Background: an optimization exercise with open tools, aiming at small area, a short achievable clock period and few clock cycles per item. Do not read the settings as production practice. Only simulation tests tie the RTL to the original design; equivalence was not proved. Power is estimated from default activity; no workload was simulated.

**flow/design.v**
```verilog
package hcc_pkg;
   localparam int MAX_ORDER = 16;
   localparam int COORD_W   = MAX_ORDER;
   localparam int INDEX_W   = 2 * MAX_ORDER;
   localparam int ORDER_W   = 5;
   localparam int LEVEL_W   = $clog2(MAX_ORDER + 1);
   localparam logic ACT_TO_INDEX  = 1'b0;
   localparam logic ACT_TO_COORDS = 1'b1;
   typedef struct packed {
      logic               action;
      logic [COORD_W-1:0] coord_x;
      logic [COORD_W-1:0] coord_y;
      logic [INDEX_W-1:0] curve_index;
   } hcc_req_type;
   typedef struct packed {
      logic [INDEX_W-1:0] index_out;
      logic [COORD_W-1:0] x_out;
      logic [COORD_W-1:0] y_out;
   } hcc_rsp_type;
   typedef struct packed {
      logic               action;
      logic [ORDER_W-1:0] order;
      logic [COORD_W-1:0] x;
      logic [COORD_W-1:0] y;
      logic [INDEX_W-1:0] index;
   } hcc_word_type;
   typedef struct packed {
      logic         valid;
      hcc_word_type word;
   } hcc_link_type;
endpackage
module hcc_cell (
   input  logic                        clock,
   input  logic                        reset,
   input  logic [hcc_pkg::LEVEL_W-1:0] cell_pos,
   input  hcc_pkg::hcc_link_type       in_link,
   output logic                        in_ready,
   output hcc_pkg::hcc_link_type       out_link,
   input  logic                        out_ready
);
   logic               valid_ff;
   hcc_pkg::hcc_word_type       word_ff;
   hcc_pkg::hcc_word_type       word_in;
   logic [hcc_pkg::LEVEL_W-1:0] lvl;
   logic               active;
   logic               rx;
   logic               ry;
   logic [1:0]         pair;
   logic [hcc_pkg::COORD_W-1:0] lmask;
   logic [hcc_pkg::COORD_W-1:0] xt;
   logic [hcc_pkg::COORD_W-1:0] yt;
   assign lvl    = (in_link.word.action == hcc_pkg::ACT_TO_COORDS) ? cell_pos
                   : hcc_pkg::LEVEL_W'(hcc_pkg::MAX_ORDER - 1) - cell_pos;
   assign active = hcc_pkg::ORDER_W'(lvl) < in_link.word.order;
   assign pair   = 2'(in_link.word.index >> {lvl, 1'b0});
   assign lmask  = (hcc_pkg::COORD_W'(1) << lvl) - hcc_pkg::COORD_W'(1);
   always_comb begin
      word_in = in_link.word;
      xt      = in_link.word.x;
      yt      = in_link.word.y;
      rx      = 1'b0;
      ry      = 1'b0;
      if (in_link.word.action == hcc_pkg::ACT_TO_INDEX) begin
         rx = 1'((in_link.word.x >> lvl) & hcc_pkg::COORD_W'(1));
         ry = 1'((in_link.word.y >> lvl) & hcc_pkg::COORD_W'(1));
         if (active) begin
            word_in.index = in_link.word.index | (hcc_pkg::INDEX_W'({rx, rx ^ ry}) << {lvl, 1'b0});
            if (!ry) begin
               if (rx) begin
                  xt = ~xt;
                  yt = ~yt;
               end
               word_in.x = yt;
               word_in.y = xt;
            end
         end
      end else begin
         rx = pair[1];
         ry = pair[0] ^ pair[1];
         if (active) begin
            if (!ry) begin
               if (rx) begin
                  xt = xt ^ lmask;
                  yt = yt ^ lmask;
               end
               word_in.x = yt;
               word_in.y = xt;
            end
            word_in.x = word_in.x | (hcc_pkg::COORD_W'(rx) << lvl);
            word_in.y = word_in.y | (hcc_pkg::COORD_W'(ry) << lvl);
         end
      end
   end
   assign in_ready = !valid_ff || out_ready;
   always_ff @(posedge clock) begin
      if (reset) begin
         valid_ff <= 1'b0;
      end else if (in_ready) begin
         valid_ff <= in_link.valid;
      end
   end
   always_ff @(posedge clock) begin
      if (in_ready && in_link.valid) begin
         word_ff <= word_in;
      end
   end
   assign out_link.valid = valid_ff;
   assign out_link.word  = word_ff;
endmodule
module hilbert_curve_converter (
   input  logic                        clock,
   input  logic                        reset,
   input  logic                        req_valid,
   output logic                        req_stall,
   input  logic [64:0]                 req_word,
   output logic                        rsp_valid,
   input  logic                        rsp_stall,
   output logic [63:0]                 rsp_word,
   input  logic                        csr_write_enable,
   input  logic [4:0]                  csr_write_data
);
   localparam int LINK_W = 2 + hcc_pkg::ORDER_W + 2 * hcc_pkg::COORD_W + hcc_pkg::INDEX_W;
   logic [hcc_pkg::ORDER_W-1:0] grid_order_ff;
   logic [hcc_pkg::ORDER_W-1:0] eff_order;
   hcc_pkg::hcc_req_type        req;
   hcc_pkg::hcc_link_type       head_link;
   hcc_pkg::hcc_link_type       tail_link;
   logic [hcc_pkg::MAX_ORDER:0][LINK_W-1:0] link;
   logic [hcc_pkg::MAX_ORDER:0] ready;
   logic                        rsp_valid_ff;
   hcc_pkg::hcc_rsp_type        rsp_word_ff;
   hcc_pkg::hcc_rsp_type        rsp_word_in;
   hcc_pkg::hcc_word_type       last_word;
   assign req = req_word;
   always_ff @(posedge clock) begin
      if (reset) begin
         grid_order_ff <= hcc_pkg::ORDER_W'(hcc_pkg::MAX_ORDER);
      end else if (csr_write_enable) begin
         grid_order_ff <= csr_write_data;
      end
   end
   assign eff_order = (grid_order_ff > hcc_pkg::ORDER_W'(hcc_pkg::MAX_ORDER)) ? hcc_pkg::ORDER_W'(hcc_pkg::MAX_ORDER)
                      : grid_order_ff;
   always_comb begin
      head_link.valid       = req_valid;
      head_link.word.action = req.action;
      head_link.word.order  = eff_order;
      head_link.word.index  = '0;
      head_link.word.x      = '0;
      head_link.word.y      = '0;
      if (req.action == hcc_pkg::ACT_TO_INDEX) begin
         head_link.word.x = req.coord_x;
         head_link.word.y = req.coord_y;
      end else begin
         head_link.word.index = req.curve_index;
      end
   end
   assign link[0]   = head_link;
   assign req_stall = !ready[0];
   for (genvar i = 0; i < hcc_pkg::MAX_ORDER; i++) begin : g_cell
      hcc_cell u_cell (
         .clock     (clock),
         .reset     (reset),
         .cell_pos  (hcc_pkg::LEVEL_W'(i)),
         .in_link   (link[i]),
         .in_ready  (ready[i]),
         .out_link  (link[i+1]),
         .out_ready (ready[i+1])
      );
   end
   assign tail_link = link[hcc_pkg::MAX_ORDER];
   assign last_word = tail_link.word;
   always_comb begin
      rsp_word_in = '0;
      if (last_word.action == hcc_pkg::ACT_TO_INDEX) begin
         rsp_word_in.index_out = last_word.index;
      end else begin
         rsp_word_in.x_out = last_word.x;
         rsp_word_in.y_out = last_word.y;
      end
   end
   assign ready[hcc_pkg::MAX_ORDER] = !rsp_valid_ff || !rsp_stall;
   always_ff @(posedge clock) begin
      if (reset) begin
         rsp_valid_ff <= 1'b0;
      end else if (ready[hcc_pkg::MAX_ORDER]) begin
         rsp_valid_ff <= tail_link.valid;
      end
   end
   always_ff @(posedge clock) begin
      if (ready[hcc_pkg::MAX_ORDER] && tail_link.valid) begin
         rsp_word_ff <= rsp_word_in;
      end
   end
   assign rsp_valid = rsp_valid_ff;
   assign rsp_word  = rsp_word_ff;
endmodule
```
**flow/run.sh**
```bash
#!/bin/bash
# synth_recipe.tcl (not shown) runs the flow's synth.tcl, then flattens the netlist and writes it again
# the make line also repeats each setting of config.mk as NAME=value (left out here)
make -C /OpenROAD-flow-scripts/flow DESIGN_CONFIG=/design/flow/config.mk WORK_HOME=/design/flow/orfs CLKGATE_MAP_FILE= SYNTH_SCRIPT=/design/flow/synth_recipe.tcl finish
```
**flow/config.mk**
```make
export PLATFORM = sky130hd
export DESIGN_NAME = hilbert_curve_converter
export DESIGN_NICKNAME = hilbert_curve_converter
export VERILOG_FILES = /design/flow/design.v
export SDC_FILE = /design/flow/constraint.sdc
export NUM_CORES = 4
export LEC_CHECK = 0
export CAP_MARGIN = 20
export CORE_MARGIN = 2
export CORE_UTILIZATION = 40
export SLEW_MARGIN = 20
```
**flow/constraint.sdc**
```tcl
create_clock -name core_clock -period 5.0 [get_ports {clock}]
set_input_delay 1.0000 -clock core_clock [delete_from_list [all_inputs] [get_ports {clock}]]
set_output_delay 1.0000 -clock core_clock [all_outputs]
set_load 0.01 [all_outputs]
```
==> impl_metrics.env <==
export IMPL_root_buffer="clkbuf_16"
export IMPL_worstMarginPinSlew_ns=1.14
export IMPL_ys_seq_elements=1201
export IMPL_busiest_layer="met2"
export IMPL_finalNetCount=5250
export IMPL_cts_hold_buf=0
export IMPL_vdd_drop_max_v=0.000359
export IMPL_p_leak_nw=25.1
export IMPL_critPathLaunchType="input pin"
export IMPL_grt_util_met1_pct=19.6
export IMPL_crit_arrival_ns=3.27
export IMPL_max_slew_margin_rel_pct=24.2
export IMPL_cp_top_family="buffers and inverters"
export IMPL_drtPass1Iterations=7
export IMPL_p_int_w=0.0172
export IMPL_setup_violations=0
export IMPL_syn_inst=5562
export IMPL_grt_pass1_wl_um=206000
export IMPL_skew_ns=0.0363
export IMPL_antenna_found_initial=0
export IMPL_synth_flop_cell="edfxtp_1"
export IMPL_area_growth_pct=9.91
export IMPL_cp_slowest_stage_delay_ns=0.58
export IMPL_synth_edff_count=1179
export IMPL_finalSetupTns_ns=0
export IMPL_fin_area_um2=71000
export IMPL_cts_sinks=1201
export IMPL_critPathSlowestCell="clkdlybuf4s50_1"
export IMPL_cts_buffers=131
export IMPL_power_per_cell_area_nw_per_um2=307
export IMPL_yosys_top_cells_area="edfxtp_1, mux2i_1, xor2_1, clkbuf_1, o221ai_1"
export IMPL_avgSynthCellArea_um2=11.6
export IMPL_sequentialPowerShare_pct=51.7
export IMPL_std_cell_rows=147
export IMPL_die_width_um=406
export IMPL_cts_tree="done"
export IMPL_place_area_um2=66800
export IMPL_htree_num_levels=4
export IMPL_clock_fmax_mhz=234
export IMPL_crit_chain="clkdlybuf4s50_1, and4_1, nand4_1, nor3_2, and4_1, clkdlybuf4s50_1"
export IMPL_r2r_start="g_cell[3].u_cell.word_ff[69]$_DFFE_PP_"
export IMPL_synth_largest_area_cell="edfxtp_1"
export IMPL_layout_common_cells="edfxtp_1, mux2i_1, xor2_1"
export IMPL_via_count=39500
export IMPL_grt_max_degree=87
export IMPL_drv_slew=0
export IMPL_finalWirelength_um=129000
export IMPL_clk_latency_ns=0.75
export IMPL_p_clk_share_pct=43.8
export IMPL_initial_core_util_pct=40.2
export IMPL_wl_per_cell_um=17.5
export IMPL_drt_iter0_drc=2549
export IMPL_synth_top_area_share_pct=54.8
export IMPL_cts_setup_buffers=0
export IMPL_gp_congestion=0.805
export IMPL_track_usage_pct=15.4
export IMPL_drv_cap=0
export IMPL_worstSetupPathType="input pin to primary output"
export IMPL_power_switching_w=0.00462
export IMPL_async_flop_share_pct=0
export IMPL_hold_class="register to register"
export IMPL_hold_violations=0
export IMPL_drc=0
export IMPL_hold_ws_ns=0.395
export IMPL_core_um2=161000
export IMPL_grt_pass1_vias=37800
export IMPL_gr_usage_met2_pct=26.9
export IMPL_pwr_share_comb_pct=4.5
export IMPL_yosysSeqAreaShare_pct=55.5
export IMPL_grt_use_met3_pct=2.36
export IMPL_clk_pin_slew_worst_paths_ns=0.06
export IMPL_rsz0062_at_grt="false"
export IMPL_postRouteAntennaNets=0
export IMPL_status="no timing/DRC/antenna violations"
export IMPL_worst_path_buf_inv=2
export IMPL_finalCriticalPeriod_ns=4.27
export IMPL_die_area_um2=165000
export IMPL_vias_per_cell=5.37
export IMPL_yosys_warnings=2
export IMPL_synth_nets=5710
export IMPL_io_pins=141
export IMPL_p_sw_share_pct=21.2
export IMPL_gr_total_overflow=0
export IMPL_dp_hpwl_um=87400
export IMPL_worst_slack_ns=0.726
export IMPL_synth_distinct_cells=91
export IMPL_cts_max_path_buffers=3
export IMPL_fp_dieH_um=406
export IMPL_drive_gt1_share_pct=8.92
export IMPL_crit_start="rsp_stall"
export IMPL_antennaDiodeCount=0
export IMPL_cp_max_fo=4
export IMPL_portBuffers=140
export IMPL_hp_start="g_cell[6].u_cell.word_ff[9]$_DFFE_PP_"
export IMPL_pre_cts_ws_ns=0.643
export IMPL_synth_cell_area_um2=64600
export IMPL_crit_path_end_kind="primary output"
export IMPL_ctsResizeCount=0
export IMPL_cp_required_ns=4.00
export IMPL_post_route_period_util_pct=85.5
export IMPL_layout_cells_most_common="edfxtp_1"
-- worst paths after layout --
check / slack, ns / depth (start not counted) / to
worst max register to register: 1.18 / 7 / g_cell[4].u_cell.word_ff[43]$_DFFE_PP_
worst max-delay path: 0.73 / 6 / req_stall
worst min-delay path: 0.39 / 0 / g_cell[7].u_cell.word_ff[9]$_DFFE_PP_
worst min register to register: 0.39 / 0 / g_cell[7].u_cell.word_ff[9]$_DFFE_PP_
-- metrics by stage --
step / instances / power (W) / util, %
6_report: 7359 / 0.0218 / 44.2
4_1_cts: 7358 / 0.0221 / 44.2
2_1_floorplan: 5562 / 0.0122 / -
5_1_grt: 7359 / 0.0226 / 44.2
3_3_place_gp: 7128 / 0.0124 / 41.6
3_5_place_dp: 7128 / 0.0125 / 41.6
-- layer usage --
metal | vias up | share of wire (%) | wire length, um
met1 | 19300 | 43 | 55700
met4 | 0 | 2.3 | 2980
li1 | 19300 | - | -
met5 | - | 0 | 0
met2 | 762 | 51 | 65000
met3 | 199 | 3.8 | 4850
-- area by class of cell --
type | instances | area (um2)
Tap cell | 2160 | 2700
Clock buffer | 159 | 3490
Multi-Input combinational cell | 3398 | 25300
Timing Repair Buffer | 254 | 2470
Fill cell | 14500 | 89500
Clock inverter | 71 | 754
Inverter | 116 | 435
Sequential cell | 1201 | 35800
-- cell usage after synthesis (11+ instances only) --
library cell	instances
o22ai_1	47
a31o_2	13
or3_1	15
a32oi_1	11
buf_1	48
o32ai_1	31
buf_2	65
a211oi_1	36
a311o_1	22
a2bb2oi_1	18
and3_1	39
inv_1	108
o21a_1	15
edfxtp_1	1179
and2_1	78
nor2b_1	77
a221oi_1	50
nand2b_1	24
a22oi_1	11
xnor2_1	194
nand2_1	339
clkbuf_1	713
a21o_1	32
o221ai_1	223
mux2_2	35
a31oi_1	20
xor2_1	442
nand3_1	286
dfxtp_1	22
mux2i_1	530
o21ai_0	186
o221a_2	21
nor3_1	33
a21oi_1	144
or2_2	14
buf_4	17
ha_1	73
nor2_1	187
-- cell families (layout without fill, tap and decap cells) --
kind of cell             count (synthesis)  after routing  synth area share (%)
multiplexers                           566            566                  8.84
AND/OR/NAND/NOR                       1127           1127                  8.37
adder cells (fa/ha/maj)                 73             73                  1.41
AO/OA/AOI/OAI                          996            996                  11.4
XOR/XNOR                               636            636                  8.62
flip-flops                            1201           1201                  55.5
buffers and inverters                  963            600                  5.88
-- power groups by stage --
stage | Combinational [W] | Sequential (W) | Clock [W]
CTS | 0.000988 | 0.0113 | 0.00985
global placement | 0.000958 | 0.0115 | 0
detailed placement | 0.000986 | 0.0115 | 0
floorplan | 0.000789 | 0.0114 | 0
global route | 0.00109 | 0.0113 | 0.0102
finish | 0.000980 | 0.0113 | 0.00956
-- state kept, by name, indices dropped and copies added (netlist names) --
signal	cells
g_cell.u_cell.word_ff	1115
rsp_word_ff	64
g_cell.u_cell.valid_ff	16
grid_order_ff	5
rsp_valid_ff	1
-- worst register-to-register path, delay by kind of cell, from the launching register on --
kind,cells,cell delay [ns]
AOI/OAI and AO/OA,2,0.77
muxes,1,0.33
and+or+nand+nor,2,1.15
DFF,1,0.38
buffers and inverters,1,0.60
adders and majority gates,1,0.36
Testbench counts, summed over its fixed seeds: cycles 2,688, items 2,560.

afterwards: timing with drivers on the ports:
In the flow no input, the clock included, has a driving cell. The finished layout below was timed again as built, in two steps. Step 1 assumes that a clkbuf_16 drives the clock port and a buf_2 every other input. Step 2 also shifts input and output timing later by t, the mid clock arrival at the registers, as if the neighbouring blocks saw the same clock. Slacks: ideal ports / drivers / drivers and shift; pairs: ideal ports / drivers.
t (ns): 0.816
setup slack, ns: 0.726 / 0.703 / 0.703
worst setup path at the end: input to output
clock arrival spread, ns: 0.039 / 0.039
worst slew at a driven data input, ns: 0.06
After both steps setup and hold are still met in this run. For this run, drivers alone change the setup slack by -0.023 ns; drivers and shift together by -0.023 ns.
